Context: an optimization exercise on an open-source flow, tuned for small area. The choices shown serve that exercise and are no tape-out recipe.
At most, simulation tests tie the RTL to the original design; equivalence was not proved.

==> v39: inputs <==
// synth_top
module synth_top (
  input  logic                    clk_calc,
  input  logic                    arst_n,
  input  logic                    cmd_valid,
  input  logic [32-1:0] cmd_data,
  output logic                    done_valid,
  output synth_pkg::bank_idx_t    done_bank,
  output synth_pkg::sample_t      audio,
  input  logic                    lite_wren,
  input  logic [4-1:0]  lite_wstrb,
  input  logic                    lite_rden,
  input  logic [31:0]             lite_addr,
  input  logic [31:0]             lite_wr_data,
  output logic [31:0]             lite_rd_data
);
==> module note_bank, before the edit <==
module note_bank (
  input  logic                clk_calc,
  input  logic                arst_n,
  input  logic                period_we,
  input  synth_pkg::period_t  period_in,
  input  logic                note_on,
  input  logic                note_off,
  output logic                playing,
  output logic                pol
);
  synth_pkg::period_t period_q;
  synth_pkg::period_t cnt;
  logic               half_end;
  assign half_end = (cnt == 23'd1);
  always_ff @(posedge clk_calc) begin
    if (period_we) period_q <= period_in;
  end
  always_ff @(posedge clk_calc or negedge arst_n) begin
    if (!arst_n) begin
      playing <= 1'b0;
    end else if (note_on) begin
      playing <= 1'b1;
    end else if (note_off) begin
      playing <= 1'b0;
    end
  end
  always_ff @(posedge clk_calc) begin
    if (note_on || half_end) begin
      cnt <= period_q;
    end else begin
      cnt <= cnt - 23'd1;
    end
    if (note_on) begin
      pol <= 1'b1;
    end else if (half_end) begin
      pol <= !pol;
    end
  end
endmodule
==> module voice_mixer, before the edit <==
module voice_mixer (
  input  logic                clk_calc,
  input  logic                arst_n,
  input  logic [3:0]          playing,
  input  logic [3:0]          pol,
  output synth_pkg::sample_t  audio
);
  logic signed [3:0] mix_sum;
  logic signed [3:0] mix_q;
  always_comb begin
    mix_sum = '0;
    for (int i = 0; i < 4; i++) begin
      if (playing[i]) mix_sum = mix_sum + (pol[i] ? 4'sd1 : -4'sd1);
    end
  end
  always_ff @(posedge clk_calc or negedge arst_n) begin
    if (!arst_n) begin
      mix_q <= '0;
    end else begin
      mix_q <= mix_sum;
    end
  end
  assign audio = {mix_q, 20'd0};
endmodule
==> module lite_regfile, before the edit <==
module lite_regfile (
  input  logic                   clk_calc,
  input  logic                   arst_n,
  input  logic [4-1:0] lite_wstrb,
  input  logic                   lite_rden,
  input  logic [31:0]            lite_addr,
  input  logic [31:0]            lite_wr_data,
  output logic [31:0]            lite_rd_data
);
  logic [6-2:0] word_idx;
  logic [31:0]                           rd_sel;
  logic [31:0]                           wr_en [4];
  logic [31:0]                           mem [32];
  logic [31:0]                           rd_next;
  assign word_idx = lite_addr[6:2];
  always_comb begin
    for (int w = 0; w < 32; w++) begin
      rd_sel[w] = lite_rden && (word_idx == 5'(w));
      for (int k = 0; k < 4; k++)
        wr_en[k][w] = lite_wstrb[k] && (word_idx == 5'(w));
    end
  end
  for (genvar w = 0; w < 32; w++) begin : g_word
    for (genvar k = 0; k < 4; k++) begin : g_lane
      always_ff @(posedge clk_calc) begin
        if (wr_en[k][w]) mem[w][k*8 +: 8] <= lite_wr_data[k*8 +: 8];
      end
    end
  end
  for (genvar j = 0; j < 32; j++) begin : g_bit
    logic [32:0] d;
    logic [32:0] s;
    logic [10:0] t;
    for (genvar w = 0; w < 32; w++) begin : g_in
      assign d[w] = mem[w][j];
      assign s[w] = rd_sel[w];
    end
    assign d[32] = lite_rd_data[j];
    assign s[32] = !lite_rden;
    for (genvar g = 0; g < 11; g++) begin : g_ao
      lite_ao3n u_ao (
        .a0 (d[3*g]),   .s0 (s[3*g]),
        .a1 (d[3*g+1]), .s1 (s[3*g+1]),
        .a2 (d[3*g+2]), .s2 (s[3*g+2]),
        .y  (t[g])
      );
    end
    lite_nand11 u_or (.a(t), .y(rd_next[j]));
  end
  always_ff @(posedge clk_calc or negedge arst_n) begin
    if (!arst_n) begin
      lite_rd_data <= '0;
    end else begin
      lite_rd_data <= rd_next;
    end
  end
endmodule
==> module synth_top, before the edit <==
module synth_top (
  input  logic                    clk_calc,
  input  logic                    arst_n,
  input  logic                    cmd_valid,
  input  logic [32-1:0] cmd_data,
  output logic                    done_valid,
  output synth_pkg::bank_idx_t    done_bank,
  output synth_pkg::sample_t      audio,
  input  logic                    lite_wren,
  input  logic [4-1:0]  lite_wstrb,
  input  logic                    lite_rden,
  input  logic [31:0]             lite_addr,
  input  logic [31:0]             lite_wr_data,
  output logic [31:0]             lite_rd_data
);
  logic [3:0] period_we;
  logic       on2, off2;
  logic [1:0] idx2;
  logic [1:0] done_idx;
  logic [3:0] playing;
  logic [3:0] pol;
  note_scheduler u_note_scheduler (
    .clk_calc     (clk_calc),
    .arst_n       (arst_n),
    .cmd_valid    (cmd_valid),
    .cmd_data     (cmd_data),
    .bank_playing (playing),
    .period_we    (period_we),
    .on2          (on2),
    .off2         (off2),
    .idx2         (idx2),
    .done_valid   (done_valid),
    .done_bank    (done_idx)
  );
  assign done_bank = {3'd0, done_idx};
  for (genvar i = 0; i < 4; i++) begin : g_bank
    note_bank u_note_bank (
      .clk_calc  (clk_calc),
      .arst_n    (arst_n),
      .period_we (period_we[i]),
      .period_in (cmd_data[22:0]),
      .note_on   (on2 && (idx2 == 2'(i))),
      .note_off  (off2 && (idx2 == 2'(i))),
      .playing   (playing[i]),
      .pol       (pol[i])
    );
  end
  voice_mixer u_voice_mixer (
    .clk_calc (clk_calc),
    .arst_n   (arst_n),
    .playing  (playing),
    .pol      (pol),
    .audio    (audio)
  );
  lite_regfile u_lite_regfile (
    .clk_calc     (clk_calc),
    .arst_n       (arst_n),
    .lite_wstrb   (lite_wstrb),
    .lite_rden    (lite_rden),
    .lite_addr    (lite_addr),
    .lite_wr_data (lite_wr_data),
    .lite_rd_data (lite_rd_data)
  );
endmodule
clock: 10.0 ns
lec_check: 0
cap_margin: 20
core_margin: 2
core_utilization: 40
slew_margin: 20
synth_hierarchical: 1
synth_minimum_keep_size: 0
run.sh (not shown) runs the stock make flow with config.mk's settings and CLKGATE_MAP_FILE= SYNTH_SCRIPT=/design/flow/synth_recipe.tcl, a recipe that flattens the netlist after the stock synthesis.
==> inputs of v16, as changes to v39 <==
--- a/flow/design.v
+++ b/flow/design.v
@@ -54,22 +54,70 @@
   end
 endmodule
 `timescale 1ns/10ps
+module note_xnor2 (input logic a, b, output logic y);
+  assign y = !(a ^ b);
+endmodule
+module note_mux2i (input logic s, a0, a1, output logic y);
+  assign y = !(s ? a1 : a0);
+endmodule
+module note_nor2 (input logic a, b, output logic y);
+  assign y = !(a || b);
+endmodule
+module note_nand2 (input logic a, b, output logic y);
+  assign y = !(a && b);
+endmodule
+module note_xor2 (input logic a, b, output logic y);
+  assign y = a ^ b;
+endmodule
+module note_upd (input logic q, hold, d, wen, output logic y);
+  assign y = (q && hold) || (d && wen);
+endmodule
 module note_bank (
   input  logic                clk_calc,
   input  logic                arst_n,
   input  logic                period_we,
-  input  synth_pkg::period_t  period_in,
+  input  logic                period_hold,    
+  input  synth_pkg::period_t  period_in,    
   input  logic                note_on,
   input  logic                note_off,
   output logic                playing,
   output logic                pol
 );
+  localparam int W = 22 - 0 + 1;
+  localparam synth_pkg::period_t INV  = 23'h2aaaab;
+  localparam synth_pkg::period_t PINV = 23'h2aaaaa;
   synth_pkg::period_t period_q;
-  synth_pkg::period_t cnt;
+  synth_pkg::period_t cnt_s;
+  synth_pkg::period_t cnt_s_next;
+  logic [W:0]         brw;
   logic               half_end;
-  assign half_end = (cnt == 23'd1);
+  logic               reload;
+  logic               keep;
+  assign half_end = (cnt_s == (23'd1 ^ INV));
+  assign reload   = note_on || half_end;
+  assign keep     = !reload;
+  synth_pkg::period_t period_nxt;
+  for (genvar i = 0; i < W; i++) begin : g_per
+    note_upd u_upd (
+      .q (period_q[i]), .hold (period_hold), .d (period_in[i]), .wen (period_we),
+      .y (period_nxt[i])
+    );
+  end
   always_ff @(posedge clk_calc) begin
-    if (period_we) period_q <= period_in;
+    period_q <= period_nxt;
+  end
+  note_mux2i u_m0 (.s (reload), .a0 (cnt_s[0]), .a1 (period_q[0]), .y (cnt_s_next[0]));
+  assign brw[1] = cnt_s[0];
+  for (genvar i = 1; i < W; i++) begin : g_cnt
+    logic x;
+    if (i % 2 == 1) begin : g_inv
+      note_xor2  u_x (.a (cnt_s[i]), .b (brw[i]), .y (x));
+      note_nand2 u_b (.a (brw[i]), .b (cnt_s[i]), .y (brw[i+1]));
+    end else begin : g_true
+      note_xnor2 u_x (.a (cnt_s[i]), .b (brw[i]), .y (x));
+      note_nor2  u_b (.a (brw[i]), .b (cnt_s[i]), .y (brw[i+1]));
+    end
+    note_upd u_m (.q (x), .hold (keep), .d (period_q[i]), .wen (reload), .y (cnt_s_next[i]));
   end
   always_ff @(posedge clk_calc or negedge arst_n) begin
     if (!arst_n) begin
@@ -81,11 +129,7 @@
     end
   end
   always_ff @(posedge clk_calc) begin
-    if (note_on || half_end) begin
-      cnt <= period_q;
-    end else begin
-      cnt <= cnt - 23'd1;
-    end
+    cnt_s <= cnt_s_next;
     if (note_on) begin
       pol <= 1'b1;
     end else if (half_end) begin
@@ -103,11 +147,18 @@
 );
   logic signed [3:0] mix_sum;
   logic signed [3:0] mix_q;
+  logic [2:0] n_pos;
+  logic [2:0] n_idle;
+  logic [3:0] c_sum;
   always_comb begin
-    mix_sum = '0;
+    n_pos  = '0;
+    n_idle = '0;
     for (int i = 0; i < 4; i++) begin
-      if (playing[i]) mix_sum = mix_sum + (pol[i] ? 4'sd1 : -4'sd1);
+      n_pos  = n_pos  + 3'(playing[i] && pol[i]);
+      n_idle = n_idle + 3'(!playing[i]);
     end
+    c_sum   = {n_pos, 1'b0} + {1'b0, n_idle};
+    mix_sum = c_sum - 4'd4;
   end
   always_ff @(posedge clk_calc or negedge arst_n) begin
     if (!arst_n) begin
@@ -131,6 +182,24 @@
 );
   assign y = !(&a);
 endmodule
+module lite_nor2 (
+  input  logic a, b,
+  output logic y
+);
+  assign y = !(a || b);
+endmodule
+module lite_nand2 (
+  input  logic a, b,
+  output logic y
+);
+  assign y = !(a && b);
+endmodule
+module lite_upd (
+  input  logic q, hold, d, wen,
+  output logic y
+);
+  assign y = (q && hold) || (d && wen);
+endmodule
 module lite_regfile (
   input  logic                   clk_calc,
   input  logic                   arst_n,
@@ -146,18 +215,44 @@
   logic [31:0]                           mem [32];
   logic [31:0]                           rd_next;
   assign word_idx = lite_addr[6:2];
+  logic [7:0]  row, row_n;
+  logic [3:0]  rd_col_n;
+  logic [3:0]  wr_col [4];
+  logic [3:0]  wr_col_n [4];
+  logic [31:0] wr_hold [4];
   always_comb begin
-    for (int w = 0; w < 32; w++) begin
-      rd_sel[w] = lite_rden && (word_idx == 5'(w));
-      for (int k = 0; k < 4; k++)
-        wr_en[k][w] = lite_wstrb[k] && (word_idx == 5'(w));
+    for (int r = 0; r < 8; r++) begin
+      row[r]   = (word_idx[4:2] == 3'(r));
+      row_n[r] = !(word_idx[4:2] == 3'(r));
+    end
+    for (int c = 0; c < 4; c++) begin
+      rd_col_n[c] = !(lite_rden && (word_idx[1:0] == 2'(c)));
+      for (int k = 0; k < 4; k++) begin
+        wr_col[k][c]   = lite_wstrb[k] && (word_idx[1:0] == 2'(c));
+        wr_col_n[k][c] = !(lite_wstrb[k] && (word_idx[1:0] == 2'(c)));
+      end
     end
   end
-  for (genvar w = 0; w < 32; w++) begin : g_word
+  for (genvar w = 0; w < 32; w++) begin : g_dec
+    lite_nor2 u_rd (.a(row_n[w/4]), .b(rd_col_n[w%4]), .y(rd_sel[w]));
     for (genvar k = 0; k < 4; k++) begin : g_lane
-      always_ff @(posedge clk_calc) begin
-        if (wr_en[k][w]) mem[w][k*8 +: 8] <= lite_wr_data[k*8 +: 8];
-      end
+      lite_nor2  u_wr (.a(row_n[w/4]), .b(wr_col_n[k][w%4]), .y(wr_en[k][w]));
+      lite_nand2 u_hd (.a(row[w/4]),   .b(wr_col[k][w%4]),   .y(wr_hold[k][w]));
+    end
+  end
+  for (genvar w = 0; w < 32; w++) begin : g_word
+    logic [31:0] nxt;
+    for (genvar j = 0; j < 32; j++) begin : g_bit
+      lite_upd u_upd (
+        .q    (mem[w][j]),
+        .hold (wr_hold[j/8][w]),
+        .d    (lite_wr_data[j]),
+        .wen  (wr_en[j/8][w]),
+        .y    (nxt[j])
+      );
+    end
+    always_ff @(posedge clk_calc) begin
+      mem[w] <= nxt;
     end
   end
   for (genvar j = 0; j < 32; j++) begin : g_bit
@@ -228,8 +323,9 @@
     note_bank u_note_bank (
       .clk_calc  (clk_calc),
       .arst_n    (arst_n),
-      .period_we (period_we[i]),
-      .period_in (cmd_data[22:0]),
+      .period_we   (period_we[i]),
+      .period_hold (!period_we[i]),
+      .period_in   (cmd_data[22:0] ^ 23'h2aaaaa),
       .note_on   (on2 && (idx2 == 2'(i))),
       .note_off  (off2 && (idx2 == 2'(i))),
       .playing   (playing[i]),
==> flow/flow/run.sh (new file) <==
#!/bin/bash
# The standard layout (standard.sh, the standard flow's own ORFS run, synthesis included),
# with two changes:
#  - the port buffers are buf_1 instead of the buffer ORFS picks by itself;
#  - clock tree synthesis uses clkbuf_8, clusters up to 16 sinks per leaf
#    buffer and inserts
#    no dummy loads.
# make's full output goes to run_make.log here; ORFS keeps each step's log
# under orfs/logs/.
set -euo pipefail
export BUFFER_PORTS_ARGS="-buffer_cell sky130_fd_sc_hd__buf_1"
export CTS_ARGS="-sink_clustering_enable -repair_clock_nets -sink_clustering_size 16 -sink_clustering_max_diameter 80 -dont_use_dummy_load -buf_list sky130_fd_sc_hd__clkbuf_8"
bash standard.sh synth > run_synth.log 2>&1
bash standard.sh finish > run_make.log 2>&1
==> flow/standard.sh (new file) <==
#!/bin/bash
# synth_recipe.tcl (not shown) runs the flow's synth.tcl, then flattens the netlist and writes it again
# the make line also repeats each setting of config.mk as NAME=value (left out here)
make -C /OpenROAD-flow-scripts/flow DESIGN_CONFIG=/design/flow/config.mk WORK_HOME=/design/flow/orfs CLKGATE_MAP_FILE= SYNTH_SCRIPT=/design/flow/synth_recipe.tcl "${@:-finish}"
--- a/flow/config.mk
+++ b/flow/config.mk
@@ -8,6 +8,8 @@
 export CAP_MARGIN = 20
 export CORE_MARGIN = 2
 export CORE_UTILIZATION = 40
+export CTS_CLUSTER_DIAMETER = 100
+export CTS_CLUSTER_SIZE = 25
 export SLEW_MARGIN = 20
 export SYNTH_HIERARCHICAL = 1
 export SYNTH_MINIMUM_KEEP_SIZE = 0
removed: flow/run.sh
==> inputs of v29, as changes to v39 <==
--- a/flow/design.v
+++ b/flow/design.v
@@ -54,22 +54,57 @@
   end
 endmodule
 `timescale 1ns/10ps
+module note_xnor2 (input logic a, b, output logic y);
+  assign y = !(a ^ b);
+endmodule
+module note_mux2i (input logic s, a0, a1, output logic y);
+  assign y = !(s ? a1 : a0);
+endmodule
+module note_nor2 (input logic a, b, output logic y);
+  assign y = !(a || b);
+endmodule
+module note_nand2 (input logic a, b, output logic y);
+  assign y = !(a && b);
+endmodule
+module note_xor2 (input logic a, b, output logic y);
+  assign y = a ^ b;
+endmodule
 module note_bank (
   input  logic                clk_calc,
   input  logic                arst_n,
   input  logic                period_we,
-  input  synth_pkg::period_t  period_in,
+  input  synth_pkg::period_t  period_in,    
   input  logic                note_on,
   input  logic                note_off,
   output logic                playing,
   output logic                pol
 );
+  localparam int W = 22 - 0 + 1;
+  localparam synth_pkg::period_t INV  = 23'h2aaaab;
+  localparam synth_pkg::period_t PINV = 23'h555554;
   synth_pkg::period_t period_q;
-  synth_pkg::period_t cnt;
+  synth_pkg::period_t cnt_s;
+  synth_pkg::period_t cnt_s_next;
+  logic [W:0]         brw;
   logic               half_end;
-  assign half_end = (cnt == 23'd1);
+  logic               reload;
+  assign half_end = (cnt_s == (23'd1 ^ INV));
+  assign reload   = note_on || half_end;
   always_ff @(posedge clk_calc) begin
     if (period_we) period_q <= period_in;
+  end
+  note_mux2i u_m0 (.s (reload), .a0 (cnt_s[0]), .a1 (period_q[0]), .y (cnt_s_next[0]));
+  assign brw[1] = cnt_s[0];
+  for (genvar i = 1; i < W; i++) begin : g_cnt
+    logic x;
+    if (i % 2 == 1) begin : g_inv
+      note_xnor2 u_x (.a (cnt_s[i]), .b (brw[i]), .y (x));
+      note_nand2 u_b (.a (brw[i]), .b (cnt_s[i]), .y (brw[i+1]));
+    end else begin : g_true
+      note_xor2  u_x (.a (cnt_s[i]), .b (brw[i]), .y (x));
+      note_nor2  u_b (.a (brw[i]), .b (cnt_s[i]), .y (brw[i+1]));
+    end
+    note_mux2i u_m (.s (reload), .a0 (x), .a1 (period_q[i]), .y (cnt_s_next[i]));
   end
   always_ff @(posedge clk_calc or negedge arst_n) begin
     if (!arst_n) begin
@@ -81,11 +116,7 @@
     end
   end
   always_ff @(posedge clk_calc) begin
-    if (note_on || half_end) begin
-      cnt <= period_q;
-    end else begin
-      cnt <= cnt - 23'd1;
-    end
+    cnt_s <= cnt_s_next;
     if (note_on) begin
       pol <= 1'b1;
     end else if (half_end) begin
@@ -103,11 +134,18 @@
 );
   logic signed [3:0] mix_sum;
   logic signed [3:0] mix_q;
+  logic [2:0] n_pos;
+  logic [2:0] n_idle;
+  logic [3:0] c_sum;
   always_comb begin
-    mix_sum = '0;
+    n_pos  = '0;
+    n_idle = '0;
     for (int i = 0; i < 4; i++) begin
-      if (playing[i]) mix_sum = mix_sum + (pol[i] ? 4'sd1 : -4'sd1);
-    end
+      n_pos  = n_pos  + 3'(playing[i] && pol[i]);
+      n_idle = n_idle + 3'(!playing[i]);
+    end
+    c_sum   = {n_pos, 1'b0} + {1'b0, n_idle};
+    mix_sum = c_sum - 4'd4;
   end
   always_ff @(posedge clk_calc or negedge arst_n) begin
     if (!arst_n) begin
@@ -130,6 +168,12 @@
   output logic        y
 );
   assign y = !(&a);
+endmodule
+module lite_nor2 (
+  input  logic a, b,
+  output logic y
+);
+  assign y = !(a || b);
 endmodule
 module lite_regfile (
   input  logic                   clk_calc,
@@ -146,11 +190,22 @@
   logic [31:0]                           mem [32];
   logic [31:0]                           rd_next;
   assign word_idx = lite_addr[6:2];
+  logic [7:0] row_n;
+  logic [3:0] rd_col_n;
+  logic [3:0] wr_col_n [4];
   always_comb begin
-    for (int w = 0; w < 32; w++) begin
-      rd_sel[w] = lite_rden && (word_idx == 5'(w));
+    for (int r = 0; r < 8; r++)
+      row_n[r] = !(word_idx[4:2] == 3'(r));
+    for (int c = 0; c < 4; c++) begin
+      rd_col_n[c] = !(lite_rden && (word_idx[1:0] == 2'(c)));
       for (int k = 0; k < 4; k++)
-        wr_en[k][w] = lite_wstrb[k] && (word_idx == 5'(w));
+        wr_col_n[k][c] = !(lite_wstrb[k] && (word_idx[1:0] == 2'(c)));
+    end
+  end
+  for (genvar w = 0; w < 32; w++) begin : g_dec
+    lite_nor2 u_rd (.a(row_n[w/4]), .b(rd_col_n[w%4]), .y(rd_sel[w]));
+    for (genvar k = 0; k < 4; k++) begin : g_lane
+      lite_nor2 u_wr (.a(row_n[w/4]), .b(wr_col_n[k][w%4]), .y(wr_en[k][w]));
     end
   end
   for (genvar w = 0; w < 32; w++) begin : g_word
@@ -229,7 +284,7 @@
       .clk_calc  (clk_calc),
       .arst_n    (arst_n),
       .period_we (period_we[i]),
-      .period_in (cmd_data[22:0]),
+      .period_in   (cmd_data[22:0] ^ 23'h555554),
       .note_on   (on2 && (idx2 == 2'(i))),
       .note_off  (off2 && (idx2 == 2'(i))),
       .playing   (playing[i]),
--- a/flow/config.mk
+++ b/flow/config.mk
@@ -8,6 +8,8 @@
 export CAP_MARGIN = 20
 export CORE_MARGIN = 2
 export CORE_UTILIZATION = 40
+export CTS_CLUSTER_DIAMETER = 100
+export CTS_CLUSTER_SIZE = 25
 export SLEW_MARGIN = 20
 export SYNTH_HIERARCHICAL = 1
 export SYNTH_MINIMUM_KEEP_SIZE = 0
==> impl_results.md <==
* Status: complete, no violations
* Ant. Diodes at 2
* Syn. warnings at 18
* Area growth syn-to-layout at 8.627%
* Synth top area share at 0.5498
* Critical-path cell list: buf_1, nand3b_1, buf_4, nor2_2, buf_4, a222oi_1, nand4_1, or3_1
* Worst-Margin Slew at approximately 1.2 ns
* 1st-iter DRT viols at 4,874
* Slowest CP cell: nor2_2
* Vias per cell at 6.537
* Met1 Use GR at 0.3322
* Global-route wire length before repair at 212,700 um
* Max Used Layer: met4
* Mapped Area at approximately 0.044 mm2
* Most common cell after layout, fill and taps aside: dfxtp_1
* Multi-input gate share of total cell area at 0.3843
* Root Driver: clkbuf_8
* Total number of vias at approximately 35,000
The numbers above come from v16.

==> impl_results.md <==
* Status: complete, no violations
* Met1 Use GR at 0.2391
* Multi-input gate share of total cell area at 0.1617
* Total number of vias at 24,310
* Vias per cell at approximately 5.9
* Ant. Diodes at 0
* Synth top area share at 0.7418
* Most common cell after layout, fill and taps aside: edfxtp_1
* Worst-Margin Slew at 1.141 ns
* Root Driver: clkbuf_16
The numbers above come from v29.

==> impl_results.md <==
* Status: complete, no violations
* Post-Synth XOR/XNOR Area at 0.01533
* Syn. warnings at 12
* Max Used Layer: met5
* Met1 WL at 44,700 um
* Worst-Margin Slew at 1.161 ns
* Mapped Area at 0.04618 mm2
* Ant. Diodes at 1
* Signal buffers at 179
* 1st-iter DRT viols at 4,310
* RSZ-0062 raised after global routing: false
* Slowest CP cell: nor2_2
* Met1 Use GR at 0.2455
* Worst slack, placed at 4.613 ns
* Area growth syn-to-layout at 15.87%
* Root Driver: clkbuf_16
* Global-route wire length before repair at 166,800 um
* DRC at 0
* Critical-path cell list: clkdlybuf4s50_1, or4b_1, nor2_2, buf_4, a222oi_1, nand4_1, or3_1
The numbers above come from v39.

Function not checked in v39: the RTL went through the layout flow alone.

afterwards: timing with drivers on the ports:
The flow's constraints put no driver on any port. The routed layouts listed below were extracted and timed again, unchanged, in two steps.
Step 1, drivers: a clkbuf_16 drives clk_calc and a buf_2 each remaining input, both assumed.
Step 2 also shifts input and output timing later by t, the mid clock arrival at the registers, as if the neighbouring blocks saw the same clock.
a / b / c = ideal ports / drivers / drivers and shift; a / b = the first two.
| run | t, ns | setup slack, ns | worst hold slack (ns) | pins driven straight from the clock port |
|---|---|---|---|---|
| v39 | 0.798 | 5.279 / 5.281 / 4.482 | 0.328 / 0.328 / 0.328 | 1 |
| v16 | 0.802 | 5.196 / 5.230 / 4.428 | 0.333 / 0.333 / 0.333 | 1 |
| v29 | 0.757 | 4.998 / 5.041 / 4.284 | 0.336 / 0.336 / 0.336 | 1 |
After both steps setup and hold are still met in every run listed. The setup slack of v39, which loses most, moves by +0.002 ns with the drivers and by -0.797 ns with both steps.
